What follows belongs to an exercise in optimizing a design on an open flow for small area, a short achievable clock period and few clock cycles per item; a production flow would make more cautious choices. Only simulation tests tie the RTL to the original design; equivalence was not proved.

// line_follow_pid_drive_core
module line_follow_pid_drive_core (
    input  logic                                 clk,
    input  logic                                 rst_n,
    input  logic                                 cfg_we,
    input  logic [lfpd_pkg::CFG_IDX_W-1:0]       cfg_index,
    input  logic [lfpd_pkg::CFG_DATA_W-1:0]      cfg_data,
    input  logic                                 in_valid,
    output logic                                 in_ready,
    input  logic [lfpd_pkg::SENSOR_W-1:0]        in_sensor_bits,
    input  logic                                 in_read_failed,
    input  logic signed [lfpd_pkg::DELTA_W-1:0]  in_left_delta,
    input  logic signed [lfpd_pkg::DELTA_W-1:0]  in_right_delta,
    output logic                                 out_valid,
    input  logic                                 out_ready,
    output logic signed [lfpd_pkg::DRIVE_W-1:0]  out_left_drive,
    output logic signed [lfpd_pkg::DRIVE_W-1:0]  out_right_drive,
    output logic                                 out_motor_stop,
    output logic [1:0]                           out_line_status,
    output logic                                 out_run_finished,
    output logic                                 out_alert_on,
    output logic                                 out_notify_stop,
    output logic signed [lfpd_pkg::ERR_W-1:0]    out_line_error
);
    function automatic logic signed [6:0] sensor_avg(input logic [7:0] b);
        logic signed [6:0] v;
        case (b)
            8'd0: v = 7'sd0;
            8'd1: v = 7'sd5;
            8'd2: v = 7'sd4;
            8'd3: v = 7'sd11;
  ...
Size in the first run: about 100 I/O pins, roughly 46000 sq um of cells after synthesis.
Settings: LEC_CHECK=0, ABC_AREA=1, CAP_MARGIN=20, CORE_MARGIN=2, CORE_UTILIZATION=40, SLEW_MARGIN=20; clock period 12.0 ns.
standard.sh (not shown) runs the stock make flow with config.mk's settings and CLKGATE_MAP_FILE= SYNTH_SCRIPT=/design/flow/synth_recipe.tcl, a recipe that flattens the netlist after the stock synthesis.
==> flow/flow/run.sh <==
#!/bin/bash
set -e
export SETUP_SLACK_MARGIN=6.3
bash standard.sh > standard.log 2>&1
Testbench counts at the start, summed over its fixed seeds: cycles 3,530, items 3,482.
Rerun with:
==> flow/flow/run.sh (replaced) <==
#!/bin/bash
set -e
export SETUP_SLACK_MARGIN=7.2
bash standard.sh > standard.log 2>&1
Global-route usage climbs by 0.91 points.
Hold slack improved by 0.012 ns.
Clock-buffer cell count climbs by 3.
Die area is unchanged.
Clock skew drops by 0.015 ns.
Sequential share of layout area drops by 1.6 points.
Design area climbs by 7.7%.
Routed wire length climbs by 7.6%.
Flip-flop and latch count is unchanged.
Rerun with:
==> flow/flow/run.sh (replaced) <==
#!/bin/bash
set -e
export SETUP_SLACK_MARGIN=6.6
bash standard.sh > standard.log 2>&1
What happened:
- The changed run went through all stages and came out clean
- first-iteration DRC count came out higher by 0.70%
- sequential cell count is unchanged
- worst setup slack improves by 0.016 ns
- die area does not change
- count of clock-buffer cells in the layout went down by 3
- register-to-register slack is about the same
- synthesized cell count is unchanged
- fmax came out higher by 0.31%


Setup of main:
Another version of the RTL of line_follow_pid_drive_core (not shown whole).
For scale: roughly 5300 cells after synthesis, ~440 flip-flops, ~45000 um^2 of cells after synthesis.
export LEC_CHECK = 0
export ABC_AREA = 1
export CAP_MARGIN = 20
export CORE_MARGIN = 2
export CORE_UTILIZATION = 68
export SLEW_MARGIN = 20
create_clock -name core_clock -period 12.0 [get_ports {clk}]
==> flow/flow/run.sh <==
#!/bin/bash
set -e
export SETUP_SLACK_MARGIN=6.5
bash standard.sh > standard.log 2>&1
main: full flow OK, the timing, DRC and antenna checks passed
Testbench counts of main, summed over its fixed seeds: cycles 3,530, items 3,482.
Input-level comparison between the feature branch and main:
-- flow/config.mk --
<<< main, line 9
export CAP_MARGIN = 20
export CORE_MARGIN = 2
export CORE_UTILIZATION = 68
export SLEW_MARGIN = 20
>>> the feature branch, line 9
export CAP_MARGIN = 20
export CORE_MARGIN = 2
export CORE_UTILIZATION = 55
export SLEW_MARGIN = 20
Notes after the runs:
On sequential share of layout area, the higher figure sits with main, not the feature branch.
Core utilization is higher on main
Final-report hold violation count came out exactly the same in main and the feature branch.


== run A ==
Another version of the RTL of line_follow_pid_drive_core (not shown whole).
For scale: about 5,300 cells after synthesis, roughly 440 flip-flops, roughly 100 I/O pins.
Settings: LEC_CHECK=0, ABC_AREA=1, CAP_MARGIN=20, CORE_MARGIN=2, CORE_UTILIZATION=55, SLEW_MARGIN=20; clock period 12.0 ns.
Scripts as last shown in full above: flow/flow/run.sh
Testbench counts of run A, summed over its fixed seeds: cycles 3,530, items 3,482.
The inputs of run B differ from those of run A as listed below.
- a change of CORE_UTILIZATION from 55 to 40
## What came out
Met3 demand-to-capacity share in global routing: lower on run B. Run B vs run A, post-route fraction of the period consumed by the critical path went up by 1.3 points. Of the two values seen for path type of the worst setup path, primary input to output port was produced by run A and flip-flop to flip-flop by run B. Going from run A to run B, global-route usage over all layers shrank by 6.8 points.


Setup of v58:
Another version of the RTL of line_follow_pid_drive_core (not shown whole).
Size: about 5400 cells after synthesis, ~430 flip-flops, roughly 0.046 mm2 of cells after synthesis.
==> flow/design.v (excerpt) <==
module line_follow_pid_drive_core (
    input  logic                                 clk,
    input  logic                                 rst_n,
    input  logic                                 cfg_we,
    input  logic [lfpd_pkg::CFG_IDX_W-1:0]       cfg_index,
    input  logic [lfpd_pkg::CFG_DATA_W-1:0]      cfg_data,
    input  logic                                 in_valid,
    output logic                                 in_ready,
    input  logic [lfpd_pkg::SENSOR_W-1:0]        in_sensor_bits,
    input  logic                                 in_read_failed,
    input  logic signed [lfpd_pkg::DELTA_W-1:0]  in_left_delta,
    input  logic signed [lfpd_pkg::DELTA_W-1:0]  in_right_delta,
    output logic                                 out_valid,
    input  logic                                 out_ready,
    output logic signed [lfpd_pkg::DRIVE_W-1:0]  out_left_drive,
    output logic signed [lfpd_pkg::DRIVE_W-1:0]  out_right_drive,
    output logic                                 out_motor_stop,
    output logic [1:0]                           out_line_status,
    output logic                                 out_run_finished,
    output logic                                 out_alert_on,
    output logic                                 out_notify_stop,
    output logic signed [lfpd_pkg::ERR_W-1:0]    out_line_error
);
==> flow/config.mk <==
export PLATFORM = sky130hd
export DESIGN_NAME = line_follow_pid_drive_core
export DESIGN_NICKNAME = line_follow_pid_drive_core
export VERILOG_FILES = /design/flow/design.v
export SDC_FILE = /design/flow/constraint.sdc
export NUM_CORES = 4
export LEC_CHECK = 0
export ABC_AREA = 1
export CAP_MARGIN = 20
export CORE_MARGIN = 2
export CORE_UTILIZATION = 40
export SLEW_MARGIN = 20
==> flow/constraint.sdc <==
create_clock -name core_clock -period 12.0 [get_ports {clk}]
set_input_delay 2.4000 -clock core_clock [delete_from_list [all_inputs] [get_ports {clk}]]
set_output_delay 2.4000 -clock core_clock [all_outputs]
set_load 0.01 [all_outputs]
Scripts as last shown in full above: flow/flow/run.sh
Testbench counts of v58, summed over its fixed seeds: cycles 3,530, items 3,482.
#### Input delta (v50 over v58)
==> flow/flow/run.sh <==
#!/bin/bash
set -e
export SETUP_SLACK_MARGIN=7.2
bash standard.sh > standard.log 2>&1
## What came out
On maximum number of pins on one net before global-route repair: between v58 and v50, it ends up lower for v58.
Compared with v58, v50 shows a share of the clock period used by the worst path that is 1.6 points higher.
Taking v58 as the reference, in v50 upper clock frequency limit has decreased, well tap count held.
The final net count in v50 sits 236 above the value recorded for v58.
What v17 does differently from v50 at the input level:
- clearing ABC_AREA, which used to be 1
==> flow/run.sh (new file) <==
#!/bin/bash
# synth_recipe.tcl (not shown) runs the flow's synth.tcl, then flattens the netlist and writes it again
# the make line also repeats each setting of config.mk as NAME=value (left out here)
make -C /OpenROAD-flow-scripts/flow DESIGN_CONFIG=/design/flow/config.mk WORK_HOME=/design/flow/orfs CLKGATE_MAP_FILE= SYNTH_SCRIPT=/design/flow/synth_recipe.tcl finish
removed: flow/flow/run.sh
removed: flow/standard.sh
Findings:
What v17 reported for global-route wire length before repair has to be multiplied by 1.08 to get the figure for v50.
The global routing met2 resource utilization number comes out higher for v50 vs v17.
Changes observed in v17 relative to v50: number of detailed-route iterations in the first pass shows an increase of 1; critical path depth shows a reduction of 20.
For v17, the start-to-end type of the worst setup path was in -> out, unlike v50, where it was in -> reg.
The lower number of cells on the worst reg-to-reg path came out of v17.
Non-filler instance count after layout, v17 and v50: larger value in v50
v17 reports a lower relative area of non-clock buffer cells in the final design than v50 does.
Looking at die area, v17 sits about 0.5% above v50.

what the ideal ports hide:
The results above use ideal ports. As a check the final layouts listed here were re-extracted and re-timed, cells and wires unchanged.
Step 1, drivers: a clkbuf_16 drives clk and a buf_2 each remaining input, both assumed.
Step 2 adds t to the input delays and takes it off the output delays; t is the mean of the earliest and latest rising clock arrival at the registers after step 1. Input paths then give back, and output paths get back, about the clock's delay inside the block.
a / b / c = ideal / step 1 / step 2; a / b = the first two.
run | t (ns) | setup slack, ns | hold WS [ns] | clock arrival spread, ns
the first run of note 1 | 0.704 | 6.569 / 6.569 / 5.957 | 0.374 / 0.374 / 0.374 | 0.042 / 0.042
the second run of note 1 | 0.709 | 6.656 / 6.621 / 6.621 | 0.386 / 0.386 / 0.386 | 0.034 / 0.034
the third run of note 1 | 0.718 | 6.673 / 6.650 / 5.997 | 0.360 / 0.360 / 0.360 | 0.039 / 0.040
main | 0.664 | 6.538 / 6.518 / 6.114 | 0.372 / 0.372 / 0.372 | 0.037 / 0.038
the feature branch | 0.674 | 6.544 / 6.522 / 6.141 | 0.364 / 0.364 / 0.364 | 0.039 / 0.038
run A | 0.671 | 6.599 / 6.576 / 6.101 | 0.348 / 0.348 / 0.348 | 0.027 / 0.027
run B | 0.722 | 6.442 / 6.442 / 6.187 | 0.350 / 0.350 / 0.350 | 0.031 / 0.031
v58 | 0.706 | 6.413 / 6.435 / 5.728 | 0.413 / 0.413 / 0.413 | 0.030 / 0.031
v50 | 0.734 | 6.226 / 6.273 / 5.540 | 0.409 / 0.409 / 0.409 | 0.047 / 0.047
v17 | 0.712 | 5.277 / 5.255 / 4.999 | 0.412 / 0.412 / 0.412 | 0.044 / 0.045
After both steps setup and hold are still met in every run listed. The setup slack of v50, which loses most, moves by +0.047 ns with the drivers and by -0.686 ns with both steps.
